Source: an optimization exercise on an open RTL-to-GDS flow (aim: small area, a short achievable clock period and few clock cycles per item). Production flows keep margins and buffers that such runs may drop.
No run shown here included a check of the RTL's function; only the layout flow was run.
Power figures rest on the tool's default switching activity, not on a simulated workload.

<file path="flow/run.sh">
#!/bin/bash
# synth_recipe.tcl (not shown) runs the flow's synth.tcl, then flattens the netlist and writes it again
# the make line also repeats each setting of config.mk as NAME=value (left out here)
make -C /OpenROAD-flow-scripts/flow DESIGN_CONFIG=/design/flow/config.mk WORK_HOME=/design/flow/orfs CLKGATE_MAP_FILE= SYNTH_SCRIPT=/design/flow/synth_recipe.tcl finish
</file>
<file path="flow/config.mk">
export PLATFORM = sky130hd
export DESIGN_NAME = ppm_pulse_train_decoder_top
export DESIGN_NICKNAME = ppm_pulse_train_decoder_top
export VERILOG_FILES = /design/flow/design.v
export SDC_FILE = /design/flow/constraint.sdc
export NUM_CORES = 4
export LEC_CHECK = 0
export CAP_MARGIN = 20
export CORE_MARGIN = 2
export CORE_UTILIZATION = 40
export SLEW_MARGIN = 20
</file>
<file path="flow/constraint.sdc">
create_clock -name core_clock -period 8.0 [get_ports {clock}]
set_input_delay 1.6000 -clock core_clock [delete_from_list [all_inputs] [get_ports {clock}]]
set_output_delay 1.6000 -clock core_clock [all_outputs]
set_load 0.01 [all_outputs]
</file>
<file path="flow/design.v">
package ppmd_pkg;
   localparam int unsigned TS_W     = 24;
   localparam int unsigned WIDTH_W  = 16;
   localparam int unsigned THR_W    = 16;
   localparam int unsigned COUNT_W  = 4;
   localparam int unsigned CHAN_W   = 3;
   localparam int unsigned FRAME_W  = 32;
   localparam int unsigned RESYNC_W = 16;
   localparam int unsigned CSR_INDEX_W = 2;
   localparam int unsigned CSR_DATA_W  = 24;
   localparam logic [TS_W-1:0]    PERIOD_RESET    = 24'hFF_FFFF;
   localparam logic [THR_W-1:0]   THRESHOLD_RESET = 16'd3000;
   localparam logic [COUNT_W-1:0] COUNT_RESET     = 4'd7;
   localparam logic [1:0] CSR_TIMER_PERIOD    = 2'd0;
   localparam logic [1:0] CSR_FRAME_THRESHOLD = 2'd1;
   localparam logic [1:0] CSR_CHANNEL_COUNT   = 2'd2;
endpackage
module ppmd_div (
   input  logic [19:0] x,
   output logic [15:0] q,
   output logic        big
);
   function automatic logic [4:0] step(input logic [2:0] r, input logic [3:0] d);
      logic [4:0] s;
      logic [1:0] c;
      logic [2:0] m;
      s = {2'b0, r} + {1'b0, d};
      if (s >= 5'd15)      begin c = 2'd3; m = 3'(s - 5'd15); end
      else if (s >= 5'd10) begin c = 2'd2; m = 3'(s - 5'd10); end
      else if (s >= 5'd5)  begin c = 2'd1; m = 3'(s - 5'd5);  end
      else                 begin c = 2'd0; m = 3'(s);         end
      step = {c, m};
   endfunction
   logic [2:0] r4, r3, r2, r1;
   logic [4:0] s3, s2, s1, s0;
   always_comb begin
      big = (x[19:16] >= 4'd5);
      r4  = x[18:16];
      s3  = step(r4, x[15:12]);
      r3  = s3[2:0];
      s2  = step(r3, x[11:8]);
      r2  = s2[2:0];
      s1  = step(r2, x[7:4]);
      r1  = s1[2:0];
      s0  = step(r1, x[3:0]);
      q[15:12] = 4'({r4, 1'b0} + r4) + 4'(s3[4:3]);
      q[11:8]  = 4'({r3, 1'b0} + r3) + 4'(s2[4:3]);
      q[7:4]   = 4'({r2, 1'b0} + r2) + 4'(s1[4:3]);
      q[3:0]   = 4'({r1, 1'b0} + r1) + 4'(s0[4:3]);
   end
endmodule
import ppmd_pkg::*;
module ppm_pulse_train_decoder_top #(
   parameter int unsigned MAX_CHANNELS  = 8,
   parameter int unsigned CYCLES_PER_US = 80
) (
   input  logic                                 clock,
   input  logic                                 reset,
   input  logic                                 req_valid,
   output logic                                 req_ready,
   input  logic                                 req_edge_rising,
   input  logic [ppmd_pkg::TS_W-1:0]            req_timestamp,
   output logic                                 rsp_valid,
   input  logic                                 rsp_ready,
   output logic [ppmd_pkg::CHAN_W-1:0]          rsp_channel,
   output logic [ppmd_pkg::WIDTH_W-1:0]         rsp_width_us,
   output logic [ppmd_pkg::FRAME_W-1:0]         rsp_frame_number,
   output logic [ppmd_pkg::RESYNC_W-1:0]        rsp_resync_total,
   output logic                                 rsp_last,
   input  logic                                 csr_valid,
   output logic                                 csr_ready,
   input  logic [ppmd_pkg::CSR_INDEX_W-1:0]     csr_index,
   input  logic [ppmd_pkg::CSR_DATA_W-1:0]      csr_wdata
);
   logic [TS_W-1:0]     period_ff;
   logic [19:0]         thr5_ff;
   logic                thr_max_ff;
   logic [COUNT_W-1:0]  count_ff;
   logic [3:0]          n_chan;
   logic                v1_ff, rise1_ff;
   logic [TS_W-1:0]     t1_ff;
   logic [TS_W-1:0]     rise_ff, fall_ff;
   logic                v2_ff, slip1_ff, sat_ff;
   logic [19:0]         x_ff;
   logic                rv_ff;           
   logic                hunt_ff;         
   logic                gap_ff;          
   logic [3:0]          chan_ff;
   logic [FRAME_W-1:0]  frame_ff;
   logic [RESYNC_W-1:0] resync_ff;
   logic [WIDTH_W-1:0]  store_ff [8];
   logic                emit_ff, last_ff;
   logic [2:0]          eidx_ff;
   logic                ready_ff;
   assign n_chan    = (count_ff > 4'd8) ? 4'd8 : count_ff;
   assign csr_ready = 1'b1;
   assign req_ready = ready_ff;
   logic            cr, cf, sn, ln;
   logic [TS_W:0]   tp;
   logic [TS_W:0]   d0, dp, dm, diff;
   logic            slip1_in, sat_in;
   always_comb begin
      cr   = (t1_ff < rise_ff);
      cf   = (t1_ff < fall_ff);
      tp   = {1'b0, t1_ff} + {1'b0, period_ff};
      sn   = (tp < {1'b0, rise_ff});
      ln   = (tp < {1'b0, fall_ff});
      d0   = {1'b0, fall_ff} - {1'b0, rise_ff};
      dp   = {1'b0, fall_ff} - {1'b0, rise_ff} + {1'b0, period_ff};
      dm   = {1'b0, fall_ff} - {1'b0, rise_ff} - {1'b0, period_ff};
      if (cr && !cf)      diff = dp;
      else if (!cr && cf) diff = dm;
      else                diff = d0;
      sat_in   = sn && !ln;
      slip1_in = (!sn && ln) || (!(sn ^ ln) && diff[TS_W]);
   end
   logic [15:0] dq;
   logic        dbig;
   logic [15:0] w;
   logic        above;
   logic [3:0]  widx, nidx;
   logic        measured, lslip, slip, complete, store_we, hold;
   ppmd_div u_div (
      .x   (x_ff),
      .q   (dq),
      .big (dbig)
   );
   always_comb begin
      w        = (sat_ff || dbig) ? 16'hFFFF : dq;
      above    = !thr_max_ff && (sat_ff || (x_ff >= thr5_ff));
      widx     = gap_ff ? 4'd0 : chan_ff;
      measured = v2_ff && rv_ff && !slip1_ff;
      if (above) begin
         lslip = (widx != n_chan);
         nidx  = 4'd0;
      end else begin
         lslip = (widx >= n_chan);
         nidx  = widx + 4'd1;
      end
      slip     = v2_ff && rv_ff && (slip1_ff || (!hunt_ff && lslip));
      complete = measured && !hunt_ff && !lslip && (nidx == n_chan);
      store_we = measured && !hunt_ff && !widx[3];
      hold     = emit_ff && (slip || complete ||
                             (store_we && (widx < n_chan) && (widx[2:0] >= eidx_ff)));
   end
   logic accept, s1_move, v2_in, emit_in;
   always_comb begin
      accept  = req_valid && ready_ff;
      s1_move = v1_ff && (!rise1_ff || !hold);
      v2_in   = hold || (v1_ff && rise1_ff);
      emit_in = emit_ff ? !(rsp_ready && last_ff) : (complete && !hold && (n_chan != 4'd0));
   end
   always_ff @(posedge clock) begin
      if (reset) begin
         period_ff  <= PERIOD_RESET;
         thr5_ff    <= 20'(5 * (32'(THRESHOLD_RESET) + 1));
         thr_max_ff <= 1'b0;
         count_ff   <= COUNT_RESET;
         v1_ff      <= 1'b0;
         v2_ff      <= 1'b0;
         rv_ff      <= 1'b0;
         hunt_ff    <= 1'b1;
         gap_ff     <= 1'b0;
         chan_ff    <= '0;
         frame_ff   <= '0;
         resync_ff  <= '0;
         emit_ff    <= 1'b0;
         eidx_ff    <= '0;
         last_ff    <= 1'b0;
         ready_ff   <= 1'b1;
      end else begin
         if (csr_valid) begin
            case (csr_index)
               CSR_TIMER_PERIOD: period_ff <= csr_wdata[TS_W-1:0];
               CSR_FRAME_THRESHOLD: begin
                  thr5_ff    <= {2'b0, csr_wdata[15:0], 2'b0} + {4'b0, csr_wdata[15:0]} + 20'd5;
                  thr_max_ff <= &csr_wdata[15:0];
               end
               CSR_CHANNEL_COUNT: count_ff <= csr_wdata[COUNT_W-1:0];
               default: ;
            endcase
         end
         if (accept) begin
            v1_ff <= 1'b1;
         end else if (s1_move) begin
            v1_ff <= 1'b0;
         end
         v2_ff <= v2_in;
         if (v2_ff && !hold) begin
            if (!rv_ff) begin
               rv_ff <= 1'b1;
            end else if (slip) begin
               rv_ff <= 1'b0;
            end
            if (rv_ff && !slip1_ff) begin
               if (hunt_ff) begin
                  if (above) begin
                     hunt_ff <= 1'b0;
                     gap_ff  <= 1'b1;
                  end
               end else begin
                  gap_ff  <= 1'b0;
                  chan_ff <= lslip ? widx : nidx;
               end
            end
         end
         if (slip && !hold) begin
            resync_ff <= resync_ff + RESYNC_W'(1);
         end
         if (complete && !hold) begin
            frame_ff <= frame_ff + FRAME_W'(1);
         end
         emit_ff <= emit_in;
         if (!emit_ff) begin
            eidx_ff <= '0;
            last_ff <= (n_chan == 4'd1);
         end else if (rsp_ready) begin
            eidx_ff <= eidx_ff + 3'd1;
            last_ff <= ({1'b0, eidx_ff} + 4'd2 == n_chan);
         end
         ready_ff <= !((accept ? req_edge_rising : (v1_ff && rise1_ff && !s1_move)) &&
                       v2_in && emit_in);
      end
   end
   always_ff @(posedge clock) begin
      if (accept) begin
         t1_ff    <= req_timestamp;
         rise1_ff <= req_edge_rising;
      end
      if (v1_ff && !rise1_ff) begin
         fall_ff <= t1_ff;
      end
      if (v1_ff && rise1_ff && !hold) begin
         rise_ff  <= t1_ff;
         x_ff     <= diff[23:4];
         slip1_ff <= slip1_in;
         sat_ff   <= sat_in;
      end
      if (store_we && !hold) begin
         store_ff[widx[2:0]] <= w;
      end
   end
   assign rsp_valid        = emit_ff;
   assign rsp_channel      = eidx_ff;
   assign rsp_width_us     = store_ff[eidx_ff];
   assign rsp_frame_number = frame_ff;
   assign rsp_resync_total = resync_ff;
   assign rsp_last         = last_ff;
endmodule
</file>
==> flow_metrics.env, run 1 <==
export IMPL_synth_seq_cells=337
export IMPL_gp_congestion=0.860
export IMPL_cp_end_kind="register"
export IMPL_dieArea_um2=57700
export IMPL_violations="setup timing"
export IMPL_drt_iter0_drc=948
export IMPL_fin_worst_skew_ns=0.0175
export IMPL_synth_top_family_by_area="adder cells"
export IMPL_critPathMaxStageDelay_ns=0.60
export IMPL_viasPerCell=5.38
export IMPL_die_x_um=240
export IMPL_r2r_end="store_ff[2][3]"
export IMPL_ir_worst_vdd_mv=1.08
export IMPL_grt_pass1_vias=17400
export IMPL_dp_hpwl_mm=41.0
export IMPL_timing_reg2reg_setup_slack_ns=-0.53
export IMPL_core_um2=55100
export IMPL_final_cell_area_um2=26900
export IMPL_cts_buffers=40
export IMPL_hold_depth=2
export IMPL_drc=0
export IMPL_syn_inst=2173
export IMPL_synth_edf_count=223
export IMPL_finalCritPeriodShare_pct=107
export IMPL_routed_wirelength_mm=54.8
export IMPL_clock_sinks=337
export IMPL_setup_violations=24
export IMPL_grt_max_degree=48
export IMPL_dr_pass1_iters=6
export IMPL_core_rowCount=86
export IMPL_setup_worst_path_class="reg2reg"
export IMPL_synth_compound_area_share_pct=15.9
export IMPL_fillers=5085
export IMPL_placed_cell_area_um2=25100
export IMPL_grt_usage_pct=19.1
export IMPL_initial_utilization_pct=40.5
export IMPL_p_per_area_nw_per_um2=379
export IMPL_worstPathRequired_ns=8.26
export IMPL_synth_simple_area_share_pct=12.9
export IMPL_crit_path_start_kind="register"
export IMPL_wire_per_inst_um=17.3
export IMPL_vias=17100
export IMPL_worstHoldStart="thr5_ff[15]"
export IMPL_worstHoldPathType="reg2reg"
export IMPL_yosysWarnings=2
export IMPL_clock_latency_ns=0.59
export IMPL_syn2layout_area_growth_pct=20.7
export IMPL_yosys_cell_types_count=91
export IMPL_die_h_um=240
export IMPL_synth_fa_ha_area_share_pct=17.8
export IMPL_drive_above_1_share_pct=14.4
export IMPL_cts_clk_slew_worst_paths_ns=0.06
export IMPL_root_buffer="clkbuf_16"
export IMPL_max_cap_violations=0
export IMPL_final_hold_viol_count=0
export IMPL_cts_buffer_depth=3
export IMPL_grt_pass1_wl_mm=88.6
export IMPL_ant_nets=0
export IMPL_cts_hold_buf=0
export IMPL_min_to="thr5_ff[15]"
export IMPL_netlist_area_um2=22300
export IMPL_rr_worst_depth=43
export IMPL_power_leakage_nw=10.8
export IMPL_port_buffer_count=125
export IMPL_synth_xor_area_share_pct=4.32
export IMPL_ys_async_sr_fraction_pct=0
export IMPL_tightest_slew_ns=1.06
export IMPL_maxSlewViolCount=0
export IMPL_power_mw=10.2
export IMPL_fin_nets=2753
export IMPL_muxShareOfSynthArea_pct=4.84
export IMPL_fmax_mhz=117
export IMPL_htree_levels=2
export IMPL_cts_tree="done"
export IMPL_ys_seq_area_share_pct=40.2
export IMPL_fin_ws_ns=-0.529
export IMPL_antenna_found_initial=2
export IMPL_status="failed layout checks"
export IMPL_rsz0062_at_grt="yes"
export IMPL_path_max_fanout=8
export IMPL_io_pins=127
export IMPL_synthFlopType="edfxtp_1"
export IMPL_cpMaxStageDelayCell="fa_2"
export IMPL_r2r_start="x_ff[16]"
export IMPL_overflow=0
export IMPL_crit_arrival_ns=8.79
export IMPL_period_needed_ns=8.53
export IMPL_syn_avg_cell_area_um2=10.3
export IMPL_timing_slew_headroom_pct=29.0
export IMPL_synth_nets=2539
-- registers in the layout, summed over array words and instances, names as in the netlist, 16 cells and up, named ones only --
signal / cells
store_ff: 128
t1_ff: 24
fall_ff: 24
resync_ff: 16
frame_ff: 32
x_ff: 20
thr5_ff: 19
rise_ff: 24
period_ff: 24
-- cells in the mapped netlist, types with 19 or more instances --
| master | instances | area (µm²) |
|---|---|---|
| o22ai_1 | 19 | 119 |
| a31oi_1 | 19 | 119 |
| inv_1 | 172 | 646 |
| o21bai_1 | 19 | 143 |
| nor3_1 | 49 | 245 |
| xor2_1 | 43 | 377 |
| nand2_1 | 167 | 627 |
| clkbuf_1 | 53 | 199 |
| and3_1 | 20 | 125 |
| edfxtp_1 | 223 | 6700 |
| nor2_1 | 133 | 499 |
| mux4_2 | 32 | 721 |
| ha_1 | 296 | 3700 |
| nor2b_1 | 33 | 206 |
| nand2b_1 | 30 | 188 |
| nand3_1 | 44 | 220 |
| o211ai_1 | 41 | 308 |
| dfxtp_1 | 114 | 2280 |
| o21ai_0 | 80 | 400 |
| nand4_1 | 34 | 213 |
| xnor2_1 | 67 | 587 |
| a21oi_1 | 167 | 836 |
| a21o_1 | 48 | 360 |
-- area by class of cell --
class / count / area [µm²] / area share, %
flip-flops and latches: 337 / 8980 / 33.3
inverters: 173 / 659 / 2.45
well taps: 748 / 936 / 3.47
clock inverters: 27 / 317 / 1.17
multi-input cells: 1601 / 12900 / 48.0
clock buffers: 47 / 1040 / 3.85
diodes: 2 / 5.00 / 0.0186
repair buffers: 234 / 2080 / 7.72
-- power breakdown --
group | leakage [nW] | internal, mW | total [mW] | switching [mW]
Clock | 0.653 | 1.08 | 1.86 | 0.781
Sequential | 2.92 | 2.24 | 2.28 | 0.0340
Combinational | 7.27 | 3.12 | 6.07 | 2.95
-- layout by cell type (no fill, tap or decap), types with 19 or more instances in the layout --
| cell | netlist | final |
|---|---|---|
| buf_4 | 1 | 107 |
| mux4_2 | 32 | 32 |
| clkbuf_16 | 0 | 40 |
| ha_1 | 296 | 281 |
| clkdlybuf4s50_1 | 0 | 124 |
| o22ai_1 | 19 | 19 |
| inv_1 | 172 | 161 |
| a21o_1 | 48 | 48 |
| edfxtp_1 | 223 | 223 |
| nor2b_1 | 33 | 30 |
| o21ai_0 | 80 | 75 |
| xnor2_1 | 67 | 63 |
| nand3_1 | 44 | 44 |
| nand2_1 | 167 | 165 |
| xor2_1 | 43 | 38 |
| dfxtp_1 | 114 | 112 |
| nor3_1 | 49 | 46 |
| nand4_1 | 34 | 34 |
| nand2b_1 | 30 | 30 |
| nor2_1 | 133 | 127 |
| a21oi_1 | 167 | 153 |
| o21bai_1 | 19 | 19 |
| o211ai_1 | 41 | 41 |
-- how the worst max path moves through the flow --
stage | from | to | slack [ns] | depth (start not counted)
2_1_floorplan | x_ff[16] | store_ff[0][3] | -0.65 | 42
3_3_place_gp | x_ff[12] | store_ff[0][3] | -0.58 | 39
3_5_place_dp | x_ff[12] | store_ff[5][3] | -0.94 | 39
4_1_cts | x_ff[16] | store_ff[0][3] | -0.37 | 41
5_1_grt | x_ff[12] | store_ff[2][3] | -0.90 | 44
6_report | x_ff[16] | store_ff[2][3] | -0.53 | 43
-- per-stage QoR --
stage | instances | worst slack [ns] | util [%] | setup TNS [ns] | hold WS (ns)
6_report | 3169 | -0.529 | 48.9 | -10.01 | 0.457
5_1_grt | 3169 | -0.897 | 48.9 | -21.84 | 0.479
4_1_cts | 3158 | -0.369 | 48.6 | -6.05 | 0.459
3_5_place_dp | 3060 | -0.943 | 45.6 | -21.15 | 0.446
3_3_place_gp | 3060 | -0.578 | 45.6 | -10.72 | 0.446
2_1_floorplan | 2173 | -0.649 | - | -12.82 | 0.425
-- per-layer routing --
| layer | share of wire, % | global-route usage (%) |
|---|---|---|
| met4 | 2.6 | 6.42 |
| met5 | 0 | 0 |
| met1 | 45 | 24.3 |
| met3 | 3.5 | 2.34 |
| met2 | 49 | 33.4 |
-- worst max-delay path: cells and delay by family, from the launching register on --
kind                       cells  cell delay [ns]
buffers and inverters          9             0.78
xor gates and xnor gates       5             0.81
AOI/OAI and AO/OA              6             0.79
DFF                            1             0.39
adders and majority gates     14             4.50
and+or+nand+nor                9             0.91
-- timing repair --
item,4_1_cts,5_1_grt
setup endpoints to repair,32,32
resized for setup,36,12
setup buffers,24,9
pin swaps,27,13
-- logic make-up after synthesis --
logic type                 count (synthesis)
adders and majority gates                310
xor gates and xnor gates                 110
muxes                                     65
and+or+nand+nor                          584
AOI/OAI and AO/OA                        531
buffers and inverters                    235
DFF                                      337
other                                      1
==> run 2, diff against run 1 <==
--- a/flow/design.v
+++ b/flow/design.v
@@ -21,31 +21,37 @@
    output logic        big
 );
-   function automatic logic [4:0] step(input logic [2:0] r, input logic [3:0] d);
+   function automatic logic [8:0] step(input logic [4:0] r, input logic [3:0] d);
+      logic [4:0] m;
       logic [4:0] s;
-      logic [1:0] c;
-      logic [2:0] m;
-      s = {2'b0, r} + {1'b0, d};
-      if (s >= 5'd15)      begin c = 2'd3; m = 3'(s - 5'd15); end
-      else if (s >= 5'd10) begin c = 2'd2; m = 3'(s - 5'd10); end
-      else if (s >= 5'd5)  begin c = 2'd1; m = 3'(s - 5'd5);  end
-      else                 begin c = 2'd0; m = 3'(s);         end
-      step = {c, m};
+      logic       cy;
+      logic [1:0] dd;
+      logic [3:0] r3;
+      m[0] = d == 4'd0 || d == 4'd5 || d == 4'd10 || d == 4'd15;
+      m[1] = d == 4'd1 || d == 4'd6 || d == 4'd11;
+      m[2] = d == 4'd2 || d == 4'd7 || d == 4'd12;
+      m[3] = d == 4'd3 || d == 4'd8 || d == 4'd13;
+      m[4] = d == 4'd4 || d == 4'd9 || d == 4'd14;
+      dd = (d >= 4'd15) ? 2'd3 : (d >= 4'd10) ? 2'd2 : (d >= 4'd5) ? 2'd1 : 2'd0;
+      s[0] = (r[0] && m[0]) || (r[1] && m[4]) || (r[2] && m[3]) || (r[3] && m[2]) || (r[4] && m[1]);
+      s[1] = (r[0] && m[1]) || (r[1] && m[0]) || (r[2] && m[4]) || (r[3] && m[3]) || (r[4] && m[2]);
+      s[2] = (r[0] && m[2]) || (r[1] && m[1]) || (r[2] && m[0]) || (r[3] && m[4]) || (r[4] && m[3]);
+      s[3] = (r[0] && m[3]) || (r[1] && m[2]) || (r[2] && m[1]) || (r[3] && m[0]) || (r[4] && m[4]);
+      s[4] = (r[0] && m[4]) || (r[1] && m[3]) || (r[2] && m[2]) || (r[3] && m[1]) || (r[4] && m[0]);
+      cy = (r[1] && m[4]) || (r[2] && m[3]) || (r[2] && m[4]) || (r[3] && m[2]) || (r[3] && m[3]) || (r[3] && m[4]) || (r[4] && m[1]) || (r[4] && m[2]) || (r[4] && m[3]) || (r[4] && m[4]);
+      r3 = {r[3] || r[4], r[2] || r[4], r[1] || r[2], r[1] || r[3]};
+      step = {r3 + {2'b0, dd} + {3'b0, cy}, s};
    endfunction
-   logic [2:0] r4, r3, r2, r1;
-   logic [4:0] s3, s2, s1, s0;
+   logic [4:0] r4;
+   logic [8:0] s3, s2, s1, s0;
    always_comb begin
       big = (x[19:16] >= 4'd5);
-      r4  = x[18:16];
-      s3  = step(r4, x[15:12]);
-      r3  = s3[2:0];
-      s2  = step(r3, x[11:8]);
-      r2  = s2[2:0];
-      s1  = step(r2, x[7:4]);
-      r1  = s1[2:0];
-      s0  = step(r1, x[3:0]);
-      q[15:12] = 4'({r4, 1'b0} + r4) + 4'(s3[4:3]);
-      q[11:8]  = 4'({r3, 1'b0} + r3) + 4'(s2[4:3]);
-      q[7:4]   = 4'({r2, 1'b0} + r2) + 4'(s1[4:3]);
-      q[3:0]   = 4'({r1, 1'b0} + r1) + 4'(s0[4:3]);
+      for (int k = 0; k < 5; k++) begin
+         r4[k] = (x[19:16] == 4'(k));
+      end
+      s3 = step(r4, x[15:12]);
+      s2 = step(s3[4:0], x[11:8]);
+      s1 = step(s2[4:0], x[7:4]);
+      s0 = step(s1[4:0], x[3:0]);
+      q  = {s3[8:5], s2[8:5], s1[8:5], s0[8:5]};
    end
 endmodule
==> flow_metrics.env, run 2 <==
export IMPL_maxSlewViolCount=0
export IMPL_crit_arrival_ns=6.58
export IMPL_place_ws_ns=1.69
export IMPL_yosys_area_top_type="edfxtp_1"
export IMPL_net_switching_power_mw=1.32
export IMPL_crit_start="x_ff[15]"
export IMPL_grt_usage_pct=19.2
export IMPL_fillers=5216
export IMPL_routed_wirelength_mm=57.3
export IMPL_synth_simple_area_share_pct=15.5
export IMPL_syn_avg_cell_area_um2=10.0
export IMPL_r2r_end="store_ff[1][3]"
export IMPL_path_buf_inv=0
export IMPL_port_buffer_count=125
export IMPL_yosysWarnings=2
export IMPL_clock_latency_ns=0.59
export IMPL_drc=0
export IMPL_drt_iter0_drc=1015
export IMPL_critPathMaxStageDelay_ns=0.82
export IMPL_synth_xor_area_share_pct=4.00
export IMPL_worstPathRequired_ns=8.28
export IMPL_period_needed_ns=6.30
export IMPL_final_common_cell="ha_1"
export IMPL_gp_congestion=0.893
export IMPL_synth_top_area_share_pct=29.5
export IMPL_netlist_area_um2=22700
export IMPL_synth_top_cells_by_count="ha_1 (253), edfxtp_1 (223), nor2_1 (170), nand2_1 (160), inv_1 (149)"
export IMPL_post_synth_top_count_cell="ha_1"
export IMPL_fin_worst_skew_ns=0.0147
export IMPL_setup_tns_final_ns=0
export IMPL_setup_violations=0
export IMPL_dr_pass1_iters=5
export IMPL_rsz0062_at_grt="no"
export IMPL_die_x_um=242
export IMPL_setup_worst_path_class="reg2reg"
export IMPL_crit_path_start_kind="register"
export IMPL_synth_fa_ha_area_share_pct=14.8
export IMPL_sw_frac_of_total_pct=27.9
export IMPL_finalCritPeriodShare_pct=78.7
export IMPL_ys_top_cells_by_area="edfxtp_1 (29%), ha_1 (14%), dfxtp_1 (10%)"
export IMPL_viasPerCell=5.61
export IMPL_syn_inst=2272
export IMPL_p_int_mw=3.41
export IMPL_power_leakage_nw=10.3
export IMPL_postCtsSetupBuffers=0
export IMPL_io_pins=127
export IMPL_htree_levels=2
export IMPL_path_delay_family="compound AO/OA/AOI/OAI gates"
export IMPL_syn2layout_area_growth_pct=15.1
export IMPL_wire_per_inst_um=18.1
export IMPL_dp_hpwl_mm=42.5
export IMPL_worstHoldPathType="reg2reg"
export IMPL_cts_buffers=40
export IMPL_cp_depth=16
export IMPL_pwr_share_seq_pct=41.2
export IMPL_synth_nets=2591
export IMPL_cpMaxStageDelayCell="edfxtp_1"
export IMPL_final_hold_viol_count=0
export IMPL_synth_seq_cells=337
export IMPL_antenna_found_initial=2
export IMPL_ant_nets=0
export IMPL_vias=17700
export IMPL_grt_max_degree=78
export IMPL_p_comb_share_pct=18.2
export IMPL_r2r_start="x_ff[15]"
export IMPL_fin_nets=2695
export IMPL_cts_tree="done"
export IMPL_p_per_area_nw_per_um2=181
export IMPL_status="timing/DRC/antenna clean"
export IMPL_root_buffer="clkbuf_16"
export IMPL_rr_worst_depth=16
export IMPL_core_um2=56300
export IMPL_synthFlopType="edfxtp_1"
export IMPL_path_max_fanout=25
export IMPL_fin_util_pct=46.5
export IMPL_power_mw=4.74
export IMPL_layout_common_cells="ha_1 (253), edfxtp_1 (223), nor2_1 (170)"
export IMPL_worstHoldStart="thr5_ff[10]"
export IMPL_post_cts_resized=0
export IMPL_clock_sinks=337
export IMPL_tightest_slew_ns=1.06
export IMPL_fin_ws_ns=1.70
export IMPL_dieArea_um2=58800
export IMPL_setup_worst_path_end="store_ff[1][3]"
export IMPL_cts_buffer_depth=3
export IMPL_grt_pass1_wl_mm=92.3
export IMPL_cp_cell_sequence="xnor2_1, a2111oi_4, nor3_1, or2_1, a221o_1, nor3_2, a211oi_1, or4_1, nor4_2, o31a_1, a21oi_1, a211o_1, fa_1, a21oi_1, a21oi_1, o21ai_0"
export IMPL_fmax_mhz=159
export IMPL_cpMostUsedCell="a21oi_1"
export IMPL_muxShareOfSynthArea_pct=4.47
export IMPL_grt_pass1_vias=17700
export IMPL_cts_clk_slew_worst_paths_ns=0.06
export IMPL_synth_compound_area_share_pct=17.7
export IMPL_timing_slew_headroom_pct=29.0
export IMPL_die_h_um=242
export IMPL_ys_async_sr_fraction_pct=0
export IMPL_drive_above_1_share_pct=7.94
export IMPL_clockPowerShare_pct=40.6
export IMPL_core_rowCount=87
export IMPL_timing_reg2reg_setup_slack_ns=1.70
export IMPL_seq_area_um2=8980
export IMPL_cp_end_kind="register"
export IMPL_max_cap_violations=0
export IMPL_overflow=0
export IMPL_multi_input_area_um2=12900
export IMPL_ir_worst_vdd_mv=0.175
export IMPL_initial_utilization_pct=40.4
export IMPL_yosys_cell_types_count=100
export IMPL_synth_edf_count=223
export IMPL_cts_hold_buf=0
export IMPL_largest_register_ffs=128
export IMPL_ys_seq_area_share_pct=39.5
export IMPL_synth_top_family_by_area="compound AO/OA/AOI/OAI gates"
-- run 2: cell types whose count changed in the layout (fill, tap and decap cells not counted), moves of 15 or more --
| cell | before | now |
|---|---|---|
| nor2_1 | 127 | 170 |
| buf_4 | 107 | 19 |
| and3_1 | 18 | 33 |
| nor4_1 | 7 | 23 |
| a21oi_2 | 15 | 0 |
| a221o_1 | 3 | 18 |
| ha_1 | 281 | 253 |
-- run 2: cells by family (layout without fill, tap and decap cells) --
family          count (synthesis)  after routing
buf+inv                       232            367
other cells                     1              2
flops                         337            337
fa+ha+maj                     263            263
simple gates                  694            694
mux                            58             58
compound gates                584            584
xor+xnor                      103            103
-- run 2: power groups by stage --
stage | logic, mW | registers [mW] | clock network (mW)
CTS | 0.861 | 1.95 | 1.97
detailed placement | 0.855 | 1.99 | 0
finish | 0.862 | 1.95 | 1.92
global route | 0.975 | 1.96 | 2.03
global placement | 0.836 | 1.99 | 0
floorplan | 0.648 | 1.96 | 0
-- run 2: stage by stage --
stage / instance area [µm²] / cells / hold WS, ns
floorplan: 22700 / 2272 / 0.432
global placement: 24800 / 3090 / 0.449
detailed placement: 24800 / 3090 / 0.446
CTS: 26200 / 3163 / 0.452
global route: 26200 / 3164 / 0.476
finish: 26200 / 3164 / 0.450
-- run 2: tightest hold or removal path: cells and delay by family, from the launching register on --
kind | cells | cell delay [ns]
AO/OA/AOI/OAI | 1 | 0.05
flip-flops | 1 | 0.31
AND/OR/NAND/NOR | 1 | 0.05
-- run 2: how the worst min path moves through the flow --
stage	to	cells after the start
finish	thr5_ff[10]	2
detailed placement	thr5_ff[10]	2
floorplan	thr5_ff[5]	2
global route	thr5_ff[10]	2
CTS	thr5_ff[10]	2
global placement	thr5_ff[16]	2
-- run 2: area by class of cell --
class                   count  share of cell area [%]
clock buffers              48                    4.02
clock inverters            25                    1.24
flip-flops and latches    337                    34.3
well taps                 756                    3.61
multi-input cells        1703                    49.4
inverters                 150                    2.15
diodes                      1                 0.00956
repair buffers            144                    5.31
-- run 2: layer usage --
layer  GRT usage [%]  routed length (µm)
met1            24.3               25700
met4            6.14                1630
met2            33.4               27800
met3            3.04                2160
met5               0                   0
==> run 3, diff against run 2 <==
--- a/flow/design.v
+++ b/flow/design.v
@@ -104,5 +104,5 @@
    logic            cr, cf, sn, ln;
    logic [TS_W:0]   tp;
-   logic [TS_W:0]   d0, dp, dm, diff;
+   logic [TS_W:0]   d0, off, diff;
    logic            slip1_in, sat_in;
    always_comb begin
@@ -113,9 +113,8 @@
       ln   = (tp < {1'b0, fall_ff});
       d0   = {1'b0, fall_ff} - {1'b0, rise_ff};
-      dp   = {1'b0, fall_ff} - {1'b0, rise_ff} + {1'b0, period_ff};
-      dm   = {1'b0, fall_ff} - {1'b0, rise_ff} - {1'b0, period_ff};
-      if (cr && !cf)      diff = dp;
-      else if (!cr && cf) diff = dm;
-      else                diff = d0;
+      if (cr && !cf)      off = {1'b0, period_ff};
+      else if (!cr && cf) off = -{1'b0, period_ff};
+      else                off = '0;
+      diff = d0 + off;
       sat_in   = sn && !ln;
       slip1_in = (!sn && ln) || (!(sn ^ ln) && diff[TS_W]);
--- a/flow/config.mk
+++ b/flow/config.mk
@@ -6,6 +6,8 @@
 export NUM_CORES = 4
 export LEC_CHECK = 0
+export ABC_CLOCK_PERIOD_IN_PS = 4000
 export CAP_MARGIN = 20
 export CORE_MARGIN = 2
 export CORE_UTILIZATION = 40
+export SETUP_SLACK_MARGIN = 3.5
 export SLEW_MARGIN = 20
==> flow_metrics.env, run 3 <==
export IMPL_grt_pass1_wl_mm=87.8
export IMPL_dp_hpwl_mm=39.2
export IMPL_root_buffer="clkbuf_16"
export IMPL_yosysWarnings=2
export IMPL_overflow=0
export IMPL_fin_util_pct=50.6
export IMPL_r2r_start="t1_ff[10]"
export IMPL_ys_top_cells_by_area="edfxtp_1 (31%), ha_1 (12%), dfxtp_1 (11%)"
export IMPL_synthFlopType="edfxtp_1"
export IMPL_ant_nets=0
export IMPL_final_cell_area_um2=27100
export IMPL_worstHoldPathType="reg2reg"
export IMPL_rr_worst_depth=24
export IMPL_syn_avg_cell_area_um2=10.3
export IMPL_initial_utilization_pct=40.3
export IMPL_htree_levels=2
export IMPL_netlist_area_um2=21600
export IMPL_syn_inst=2099
export IMPL_yosys_cell_types_count=92
export IMPL_fillers=4854
export IMPL_timing_slew_headroom_pct=37.8
export IMPL_cpMaxStageDelayCell="edfxtp_1"
export IMPL_vias=17000
export IMPL_largest_register_ffs=128
export IMPL_path_max_fanout=5
export IMPL_clock_sinks=337
export IMPL_drt_iter0_drc=878
export IMPL_met1_usage_pct=24.7
export IMPL_status="timing/DRC/antenna clean"
export IMPL_crit_path_start_kind="register"
export IMPL_cts_buffer_depth=3
export IMPL_fin_nets=2634
export IMPL_min_to="thr5_ff[16]"
export IMPL_met3_usage_pct=2.29
export IMPL_cts_buffers=40
export IMPL_hold_depth=2
export IMPL_timing_reg2reg_setup_slack_ns=2.30
export IMPL_clockPowerShare_pct=37.9
export IMPL_finalCritPeriodShare_pct=71.2
export IMPL_yosys_area_top_type="edfxtp_1"
export IMPL_viasPerCell=5.56
export IMPL_synth_edf_count=223
export IMPL_routed_wirelength_mm=56.3
export IMPL_die_h_um=236
export IMPL_fmax_mhz=175
export IMPL_p_int_mw=3.50
export IMPL_die_x_um=236
export IMPL_sw_frac_of_total_pct=27.9
export IMPL_ir_worst_vdd_mv=0.155
export IMPL_period_needed_ns=5.70
export IMPL_grt_pass1_vias=16600
export IMPL_io_pins=127
export IMPL_setup_worst_path_class="reg2reg"
export IMPL_port_buffer_count=125
export IMPL_crit_arrival_ns=6.05
export IMPL_critPathMaxStageDelay_ns=0.49
export IMPL_r2r_end="slip1_ff"
export IMPL_grt_usage_pct=19.6
export IMPL_busiest_layer="met2"
export IMPL_path_buf_inv=1
export IMPL_rsz0062_at_grt="yes"
export IMPL_path_delay_family="compound AO/OA/AOI/OAI gates"
export IMPL_grt_util_met2_pct=34.3
export IMPL_p_per_area_nw_per_um2=179
export IMPL_instances_no_fill=3065
export IMPL_drc=0
export IMPL_drive_above_1_share_pct=18.1
export IMPL_net_switching_power_mw=1.36
export IMPL_clock_latency_ns=0.59
export IMPL_syn2layout_area_growth_pct=25.6
export IMPL_post_synth_top_count_cell="edfxtp_1"
export IMPL_power_leakage_nw=10.5
export IMPL_final_hold_viol_count=0
export IMPL_setup_tns_final_ns=0
export IMPL_synth_seq_cells=337
export IMPL_wire_per_inst_um=18.4
export IMPL_worstPathRequired_ns=8.35
export IMPL_antenna_found_initial=2
export IMPL_fin_worst_skew_ns=0.0265
export IMPL_core_rowCount=85
export IMPL_cts_tree="done"
export IMPL_ys_async_sr_fraction_pct=0
export IMPL_core_um2=53600
export IMPL_max_cap_violations=0
export IMPL_worstHoldStart="thr5_ff[16]"
export IMPL_grt_max_degree=84
export IMPL_cts_clk_slew_worst_paths_ns=0.06
export IMPL_cp_end_kind="register"
export IMPL_ys_seq_area_share_pct=41.6
export IMPL_synth_top_area_share_pct=31.0
export IMPL_tightest_slew_ns=0.926
export IMPL_synth_top_cells_by_count="edfxtp_1 (223), ha_1 (208), inv_1 (156), nand2_1 (155), nor2_1 (142)"
export IMPL_cp_depth=24
export IMPL_cp_cell_sequence="ha_1, nor2b_4, o21ai_2, a21oi_2, a221oi_2, o22ai_1, o31a_1, a21o_4, and2_4, a22oi_2, fa_1, inv_1, ha_1, and3b_1, o21a_1, o2111ai_2, a21oi_2, a311o_1, a41o_1, a41oi_2, o211ai_1, a31oi_1, xor3_1, a21o_1"
export IMPL_setup_violations=0
export IMPL_layout_common_cells="edfxtp_1 (223), ha_1 (198), nand2_1 (152)"
export IMPL_placed_cells=2863
export IMPL_p_comb_share_pct=21.7
export IMPL_dieArea_um2=55900
export IMPL_gp_congestion=0.899
export IMPL_pwr_share_seq_pct=40.4
export IMPL_final_common_cell="edfxtp_1"
export IMPL_synth_nets=2395
export IMPL_placed_cell_area_um2=23800
export IMPL_dr_pass1_iters=5
export IMPL_maxSlewViolCount=0
==> run 3: cell count changes after synthesis, sizes merged, moves of 18 or more <==
cell,before,now
nor2,172,142
xor2,45,24
a21oi,145,120
nor3,51,75
or3,7,30
fa,10,32
ha,253,208
and3,33,15
o211ai,50,22
mux2i,7,31
==> run 3: cells by family (layout without fill, tap and decap cells) <==
group                      count (synthesis)  in the layout  share of synthesized area [%]
and+or+nand+nor                          639            640                           15.2
muxes                                     86             86                           5.97
xor gates and xnor gates                  90             90                           3.72
other                                      1              3                         0.0174
AOI/OAI and AO/OA                        476            478                           14.4
buffers and inverters                    230            495                           4.06
DFF                                      337            337                           41.6
adders and majority gates                240            240                           15.0
==> run 3: how the worst max path moves through the flow <==
stage / to / from / slack, ns
2_1_floorplan: slip1_ff / t1_ff[12] / 2.50
3_3_place_gp: slip1_ff / t1_ff[1] / 1.71
4_1_cts: slip1_ff / t1_ff[9] / 2.22
5_1_grt: slip1_ff / t1_ff[10] / 2.04
3_5_place_dp: slip1_ff / t1_ff[1] / 1.65
6_report: slip1_ff / t1_ff[10] / 2.30
==> run 3: area by class of cell <==
cell class / count / area [µm²] / area share [%]
sequential: 337 / 8980 / 33.1
clock inverter: 12 / 151 / 0.558
inverter: 157 / 589 / 2.17
tap: 696 / 871 / 3.21
clock buffer: 59 / 1180 / 4.35
multi-input combinational: 1535 / 12800 / 47.4
timing repair buffer: 267 / 2490 / 9.18
antenna: 2 / 5.00 / 0.0185
==> run 3: per-stage QoR <==
stage | setup slack [ns] | hold slack (ns) | power (mW)
6_report | 2.30 | 0.456 | 4.86
3_5_place_dp | 1.65 | 0.449 | 2.84
2_1_floorplan | 2.50 | 0.430 | 2.62
4_1_cts | 2.22 | 0.458 | 4.81
5_1_grt | 2.04 | 0.492 | 5.10
3_3_place_gp | 1.71 | 0.446 | 2.81
==> run 3: power groups by stage <==
stage	logic, mW	registers (mW)	clock network, mW
2_1_floorplan	0.639	1.98	0
3_3_place_gp	0.802	2.01	0
3_5_place_dp	0.823	2.01	0
4_1_cts	0.955	1.96	1.89
5_1_grt	1.17	1.97	1.96
6_report	1.06	1.96	1.84
==> run 3: what timing repair did <==
| action | 4_1_cts | 5_1_grt |
|---|---|---|
| setup endpoints to repair | 308 | 230 |
| setup buffers | 70 | 55 |
| gates resized for setup | 90 | 113 |
| gates cloned | 3 | 1 |
| hold buffers | 0 | 0 |
| pin swaps | 61 | 53 |
==> run 3: worst min-delay path, cell delays in order, from the launching register on <==
cell	delay [ns]
dfxtp_1	0.31
nand3_1	0.06
nand2_1	0.04
==> run 3: per-layer routing <==
layer | vias to the layer above | share of wire (%)
li1 | 8275 | -
met1 | 8242 | 44
met2 | 416 | 49
met3 | 112 | 3.9
met4 | 0 | 3.3
met5 | - | 0
==> run 4, diff against run 3 <==
--- a/flow/design.v
+++ b/flow/design.v
@@ -21,37 +21,97 @@
    output logic        big
 );
-   function automatic logic [8:0] step(input logic [4:0] r, input logic [3:0] d);
-      logic [4:0] m;
-      logic [4:0] s;
-      logic       cy;
-      logic [1:0] dd;
-      logic [3:0] r3;
-      m[0] = d == 4'd0 || d == 4'd5 || d == 4'd10 || d == 4'd15;
-      m[1] = d == 4'd1 || d == 4'd6 || d == 4'd11;
-      m[2] = d == 4'd2 || d == 4'd7 || d == 4'd12;
-      m[3] = d == 4'd3 || d == 4'd8 || d == 4'd13;
-      m[4] = d == 4'd4 || d == 4'd9 || d == 4'd14;
-      dd = (d >= 4'd15) ? 2'd3 : (d >= 4'd10) ? 2'd2 : (d >= 4'd5) ? 2'd1 : 2'd0;
-      s[0] = (r[0] && m[0]) || (r[1] && m[4]) || (r[2] && m[3]) || (r[3] && m[2]) || (r[4] && m[1]);
-      s[1] = (r[0] && m[1]) || (r[1] && m[0]) || (r[2] && m[4]) || (r[3] && m[3]) || (r[4] && m[2]);
-      s[2] = (r[0] && m[2]) || (r[1] && m[1]) || (r[2] && m[0]) || (r[3] && m[4]) || (r[4] && m[3]);
-      s[3] = (r[0] && m[3]) || (r[1] && m[2]) || (r[2] && m[1]) || (r[3] && m[0]) || (r[4] && m[4]);
-      s[4] = (r[0] && m[4]) || (r[1] && m[3]) || (r[2] && m[2]) || (r[3] && m[1]) || (r[4] && m[0]);
-      cy = (r[1] && m[4]) || (r[2] && m[3]) || (r[2] && m[4]) || (r[3] && m[2]) || (r[3] && m[3]) || (r[3] && m[4]) || (r[4] && m[1]) || (r[4] && m[2]) || (r[4] && m[3]) || (r[4] && m[4]);
-      r3 = {r[3] || r[4], r[2] || r[4], r[1] || r[2], r[1] || r[3]};
-      step = {r3 + {2'b0, dd} + {3'b0, cy}, s};
+   function automatic logic [6:0] digit(input logic [2:0] r, input logic [3:0] d);
+      case ({r, d})
+         7'd0  : digit = {4'd0, 3'd0};
+         7'd1  : digit = {4'd0, 3'd1};
+         7'd2  : digit = {4'd0, 3'd2};
+         7'd3  : digit = {4'd0, 3'd3};
+         7'd4  : digit = {4'd0, 3'd4};
+         7'd5  : digit = {4'd1, 3'd0};
+         7'd6  : digit = {4'd1, 3'd1};
+         7'd7  : digit = {4'd1, 3'd2};
+         7'd8  : digit = {4'd1, 3'd3};
+         7'd9  : digit = {4'd1, 3'd4};
+         7'd10 : digit = {4'd2, 3'd0};
+         7'd11 : digit = {4'd2, 3'd1};
+         7'd12 : digit = {4'd2, 3'd2};
+         7'd13 : digit = {4'd2, 3'd3};
+         7'd14 : digit = {4'd2, 3'd4};
+         7'd15 : digit = {4'd3, 3'd0};
+         7'd16 : digit = {4'd3, 3'd1};
+         7'd17 : digit = {4'd3, 3'd2};
+         7'd18 : digit = {4'd3, 3'd3};
+         7'd19 : digit = {4'd3, 3'd4};
+         7'd20 : digit = {4'd4, 3'd0};
+         7'd21 : digit = {4'd4, 3'd1};
+         7'd22 : digit = {4'd4, 3'd2};
+         7'd23 : digit = {4'd4, 3'd3};
+         7'd24 : digit = {4'd4, 3'd4};
+         7'd25 : digit = {4'd5, 3'd0};
+         7'd26 : digit = {4'd5, 3'd1};
+         7'd27 : digit = {4'd5, 3'd2};
+         7'd28 : digit = {4'd5, 3'd3};
+         7'd29 : digit = {4'd5, 3'd4};
+         7'd30 : digit = {4'd6, 3'd0};
+         7'd31 : digit = {4'd6, 3'd1};
+         7'd32 : digit = {4'd6, 3'd2};
+         7'd33 : digit = {4'd6, 3'd3};
+         7'd34 : digit = {4'd6, 3'd4};
+         7'd35 : digit = {4'd7, 3'd0};
+         7'd36 : digit = {4'd7, 3'd1};
+         7'd37 : digit = {4'd7, 3'd2};
+         7'd38 : digit = {4'd7, 3'd3};
+         7'd39 : digit = {4'd7, 3'd4};
+         7'd40 : digit = {4'd8, 3'd0};
+         7'd41 : digit = {4'd8, 3'd1};
+         7'd42 : digit = {4'd8, 3'd2};
+         7'd43 : digit = {4'd8, 3'd3};
+         7'd44 : digit = {4'd8, 3'd4};
+         7'd45 : digit = {4'd9, 3'd0};
+         7'd46 : digit = {4'd9, 3'd1};
+         7'd47 : digit = {4'd9, 3'd2};
+         7'd48 : digit = {4'd9, 3'd3};
+         7'd49 : digit = {4'd9, 3'd4};
+         7'd50 : digit = {4'd10, 3'd0};
+         7'd51 : digit = {4'd10, 3'd1};
+         7'd52 : digit = {4'd10, 3'd2};
+         7'd53 : digit = {4'd10, 3'd3};
+         7'd54 : digit = {4'd10, 3'd4};
+         7'd55 : digit = {4'd11, 3'd0};
+         7'd56 : digit = {4'd11, 3'd1};
+         7'd57 : digit = {4'd11, 3'd2};
+         7'd58 : digit = {4'd11, 3'd3};
+         7'd59 : digit = {4'd11, 3'd4};
+         7'd60 : digit = {4'd12, 3'd0};
+         7'd61 : digit = {4'd12, 3'd1};
+         7'd62 : digit = {4'd12, 3'd2};
+         7'd63 : digit = {4'd12, 3'd3};
+         7'd64 : digit = {4'd12, 3'd4};
+         7'd65 : digit = {4'd13, 3'd0};
+         7'd66 : digit = {4'd13, 3'd1};
+         7'd67 : digit = {4'd13, 3'd2};
+         7'd68 : digit = {4'd13, 3'd3};
+         7'd69 : digit = {4'd13, 3'd4};
+         7'd70 : digit = {4'd14, 3'd0};
+         7'd71 : digit = {4'd14, 3'd1};
+         7'd72 : digit = {4'd14, 3'd2};
+         7'd73 : digit = {4'd14, 3'd3};
+         7'd74 : digit = {4'd14, 3'd4};
+         7'd75 : digit = {4'd15, 3'd0};
+         7'd76 : digit = {4'd15, 3'd1};
+         7'd77 : digit = {4'd15, 3'd2};
+         7'd78 : digit = {4'd15, 3'd3};
+         7'd79 : digit = {4'd15, 3'd4};
+         default: digit = 7'd0;
+      endcase
    endfunction
-   logic [4:0] r4;
-   logic [8:0] s3, s2, s1, s0;
+   logic [6:0] s3, s2, s1, s0;
    always_comb begin
       big = (x[19:16] >= 4'd5);
-      for (int k = 0; k < 5; k++) begin
-         r4[k] = (x[19:16] == 4'(k));
-      end
-      s3 = step(r4, x[15:12]);
-      s2 = step(s3[4:0], x[11:8]);
-      s1 = step(s2[4:0], x[7:4]);
-      s0 = step(s1[4:0], x[3:0]);
-      q  = {s3[8:5], s2[8:5], s1[8:5], s0[8:5]};
+      s3  = digit(x[18:16], x[15:12]);
+      s2  = digit(s3[2:0], x[11:8]);
+      s1  = digit(s2[2:0], x[7:4]);
+      s0  = digit(s1[2:0], x[3:0]);
+      q   = {s3[6:3], s2[6:3], s1[6:3], s0[6:3]};
    end
 endmodule
@@ -104,5 +164,5 @@
    logic            cr, cf, sn, ln;
    logic [TS_W:0]   tp;
-   logic [TS_W:0]   d0, off, diff;
+   logic [TS_W:0]   d0, dp, dm, diff;
    logic            slip1_in, sat_in;
    always_comb begin
@@ -113,8 +173,9 @@
       ln   = (tp < {1'b0, fall_ff});
       d0   = {1'b0, fall_ff} - {1'b0, rise_ff};
-      if (cr && !cf)      off = {1'b0, period_ff};
-      else if (!cr && cf) off = -{1'b0, period_ff};
-      else                off = '0;
-      diff = d0 + off;
+      dp   = {1'b0, fall_ff} - {1'b0, rise_ff} + {1'b0, period_ff};
+      dm   = {1'b0, fall_ff} - {1'b0, rise_ff} - {1'b0, period_ff};
+      if (cr && !cf)      diff = dp;
+      else if (!cr && cf) diff = dm;
+      else                diff = d0;
       sat_in   = sn && !ln;
       slip1_in = (!sn && ln) || (!(sn ^ ln) && diff[TS_W]);
--- a/flow/config.mk
+++ b/flow/config.mk
@@ -6,8 +6,6 @@
 export NUM_CORES = 4
 export LEC_CHECK = 0
-export ABC_CLOCK_PERIOD_IN_PS = 4000
 export CAP_MARGIN = 20
 export CORE_MARGIN = 2
 export CORE_UTILIZATION = 40
-export SETUP_SLACK_MARGIN = 3.5
 export SLEW_MARGIN = 20
==> flow_metrics.env, run 4 <==
export IMPL_clock_latency_ns=0.57
export IMPL_period_needed_ns=6.59
export IMPL_syn_avg_cell_area_um2=9.91
export IMPL_vias=18300
export IMPL_instances_no_fill=3266
export IMPL_maxSlewViolCount=0
export IMPL_ys_async_sr_fraction_pct=0
export IMPL_dp_hpwl_mm=45.1
export IMPL_dr_pass1_iters=6
export IMPL_gp_congestion=0.914
export IMPL_port_buffer_count=125
export IMPL_pwr_share_seq_pct=39.5
export IMPL_ir_worst_vdd_mv=0.157
export IMPL_power_leakage_nw=10.5
export IMPL_crit_path_start_kind="register"
export IMPL_setup_tns_final_ns=0
export IMPL_die_x_um=246
export IMPL_initial_utilization_pct=40.5
export IMPL_status="timing/DRC/antenna clean"
export IMPL_grt_usage_pct=19.9
export IMPL_timing_reg2reg_setup_slack_ns=1.41
export IMPL_max_cap_violations=0
export IMPL_io_pins=127
export IMPL_synthFlopType="edfxtp_1"
export IMPL_synth_nets=2680
export IMPL_cts_buffer_depth=3
export IMPL_drc=0
export IMPL_root_buffer="clkbuf_16"
export IMPL_final_common_cell="ha_1"
export IMPL_timing_slew_headroom_pct=34.5
export IMPL_post_synth_top_count_cell="ha_1"
export IMPL_layout_common_cells="ha_1 (262), edfxtp_1 (223), nor2_1 (176)"
export IMPL_power_mw=5.09
export IMPL_cts_hold_buf=0
export IMPL_placed_cells=3185
export IMPL_dieArea_um2=60400
export IMPL_worstPathRequired_ns=8.46
export IMPL_fillers=5427
export IMPL_ys_seq_area_share_pct=39.0
export IMPL_antenna_found_initial=0
export IMPL_postCtsSetupBuffers=0
export IMPL_cts_buffers=43
export IMPL_net_switching_power_mw=1.53
export IMPL_seq_area_um2=9120
export IMPL_drive_above_1_share_pct=8.44
export IMPL_die_h_um=246
export IMPL_finalCritPeriodShare_pct=82.3
export IMPL_post_cts_resized=0
export IMPL_worstHoldPathType="reg2reg"
export IMPL_largest_register_ffs=128
export IMPL_path_max_fanout=10
export IMPL_synth_edf_count=223
export IMPL_yosys_cell_types_count=110
export IMPL_cts_clk_slew_worst_paths_ns=0.06
export IMPL_setup_violations=0
export IMPL_hold_depth=2
export IMPL_synth_top_area_share_pct=28.6
export IMPL_rr_worst_depth=23
export IMPL_fin_nets=2787
export IMPL_tightest_slew_ns=0.980
export IMPL_sw_frac_of_total_pct=30.1
export IMPL_final_hold_viol_count=0
export IMPL_clock_sinks=344
export IMPL_fin_worst_skew_ns=0.0200
export IMPL_cp_end_kind="register"
export IMPL_yosys_area_top_type="edfxtp_1"
export IMPL_cts_tree="done"
export IMPL_final_cell_area_um2=26900
export IMPL_ys_top_cells_by_area="edfxtp_1 (29%), ha_1 (14%), dfxtp_1 (10%)"
export IMPL_core_rowCount=88
export IMPL_p_per_area_nw_per_um2=189
export IMPL_placed_cell_area_um2=25400
export IMPL_rsz0062_at_grt="no"
export IMPL_crit_start="rise_ff[0]"
export IMPL_core_um2=57700
export IMPL_p_comb_share_pct=22.7
export IMPL_crit_arrival_ns=7.04
export IMPL_fmax_mhz=152
export IMPL_antennaDiodeCount=0
export IMPL_wire_per_inst_um=18.4
export IMPL_syn_inst=2360
export IMPL_overflow=0
export IMPL_drt_iter0_drc=1116
export IMPL_setup_worst_path_end="u_div.s3[1]"
export IMPL_routed_wirelength_mm=60.2
export IMPL_r2r_end="u_div.s3[1]"
export IMPL_synth_top_cells_by_count="ha_1 (262), edfxtp_1 (223), nor2_1 (176), inv_1 (167), nand2_1 (165)"
export IMPL_p_int_mw=3.56
export IMPL_r2r_start="rise_ff[0]"
export IMPL_htree_levels=2
export IMPL_yosysWarnings=2
export IMPL_viasPerCell=5.60
export IMPL_ant_nets=0
export IMPL_clockPowerShare_pct=37.8
export IMPL_synth_seq_cells=344
export IMPL_setup_worst_path_class="reg2reg"
export IMPL_fin_util_pct=46.6
export IMPL_netlist_area_um2=23400
export IMPL_grt_max_degree=76
export IMPL_syn2layout_area_growth_pct=14.9
export IMPL_multi_input_area_um2=13300
export IMPL_grt_pass1_wl_mm=96.9
export IMPL_grt_pass1_vias=18300
run 4: changes by cell type in the layout (fill, tap and decap cells not counted), moves of 27 or more:
cell | previous run | this run
a21oi_1 | 98 | 155
fa_1 | 29 | 2
buf_4 | 108 | 19
ha_1 | 198 | 262
o21ai_0 | 73 | 103
nor2_1 | 128 | 176
o211ai_1 | 22 | 51
run 4: critical path: stages, from the launching register on:
cell,delay (ns)
edfxtp_1,0.43
ha_1,0.26
fa_1,0.41
nor2b_1,0.16
o31a_1,0.23
o2111a_1,0.27
nor4_1,0.09
or2_2,0.33
or4b_2,0.61
nand4_1,0.18
ha_1,0.28
inv_1,0.10
or3_1,0.40
or3_1,0.39
o221ai_1,0.16
a21oi_1,0.11
o2bb2ai_1,0.21
o31ai_1,0.40
a222oi_1,0.22
a31oi_2,0.46
or2_1,0.21
nor2_1,0.08
a32o_1,0.26
a211o_1,0.23
run 4: per-stage QoR:
| step | hold slack, ns | setup WS, ns |
|---|---|---|
| final | 0.456 | 1.41 |
| after global routing | 0.482 | 0.958 |
| after CTS | 0.458 | 1.47 |
| after detailed placement | 0.448 | 1.49 |
| after global placement | 0.440 | 1.55 |
| after floorplan | 0.432 | 2.38 |
run 4: cell families (layout without fill, tap and decap cells):
| logic type | Yosys count | in the layout | synth area share (%) |
|---|---|---|---|
| buf+inv | 256 | 397 | 4.31 |
| compound gates | 622 | 622 | 18.4 |
| xor+xnor | 105 | 105 | 3.93 |
| simple gates | 678 | 678 | 14.2 |
| fa+ha+maj | 270 | 270 | 14.4 |
| flops | 344 | 344 | 39.0 |
| mux | 84 | 84 | 5.60 |
| other cells | 1 | 1 | 0.0160 |
run 4: final cells by class:
class	count	share of cell area (%)
clock buffer	53	4.29
multi-input combinational	1760	49.6
timing repair buffer	146	5.27
inverter	172	2.40
tap	765	3.56
sequential	344	33.9
clock inverter	26	0.941
run 4: power by group through the flow:
stage	clock network [mW]	logic, mW	registers (mW)
after CTS	1.99	1.15	2.01
after detailed placement	0	1.14	2.05
after global routing	2.05	1.29	2.02
after floorplan	0	0.867	2.01
final	1.92	1.16	2.01
after global placement	0	1.12	2.05
run 4: how the worst min path moves through the flow:
stage	startpoint	endpoint	slack, ns
6_report	thr5_ff[15]	thr5_ff[15]	0.46
5_1_grt	thr5_ff[14]	thr5_ff[14]	0.48
4_1_cts	thr5_ff[15]	thr5_ff[15]	0.46
3_5_place_dp	thr5_ff[5]	thr5_ff[5]	0.45
3_3_place_gp	thr5_ff[14]	thr5_ff[14]	0.44
2_1_floorplan	thr5_ff[15]	thr5_ff[15]	0.43
run 4: routing by layer:
metal | vias to the layer above | global-route usage, % | share of wire, %
met4 | 0 | 6.65 | 3.0
met1 | 8761 | 25.6 | 45
met3 | 113 | 2.46 | 3.8
li1 | 9042 | - | -
met5 | - | 0 | 0
met2 | 383 | 34.4 | 48

-- what the ideal ports hide --
Ports are ideal in the flow. The routed layouts listed here were re-timed in OpenROAD.
Step 1: set_driving_cell puts a clkbuf_16 on clock and a buf_2 on each other input, an assumption about the parent block.
Step 2 moves the port delays by t, midway between the first and last clock arrival at a register: inputs arrive t later, outputs are due t later. That takes back most of the time a late clock gives input paths.
Three values: ideal ports, drivers, drivers and shift; two values: the first two.
run | t, ns | setup WS [ns] | cell pins on the clock port's net
run 1 | 0.640 | -0.529 / -0.529 / -0.529 | 1
run 2 | 0.638 | 1.703 / 1.703 / 1.703 | 1
run 3 | 0.631 | 2.300 / 2.300 / 2.300 | 1
run 4 | 0.621 | 1.415 / 1.415 / 1.415 | 1
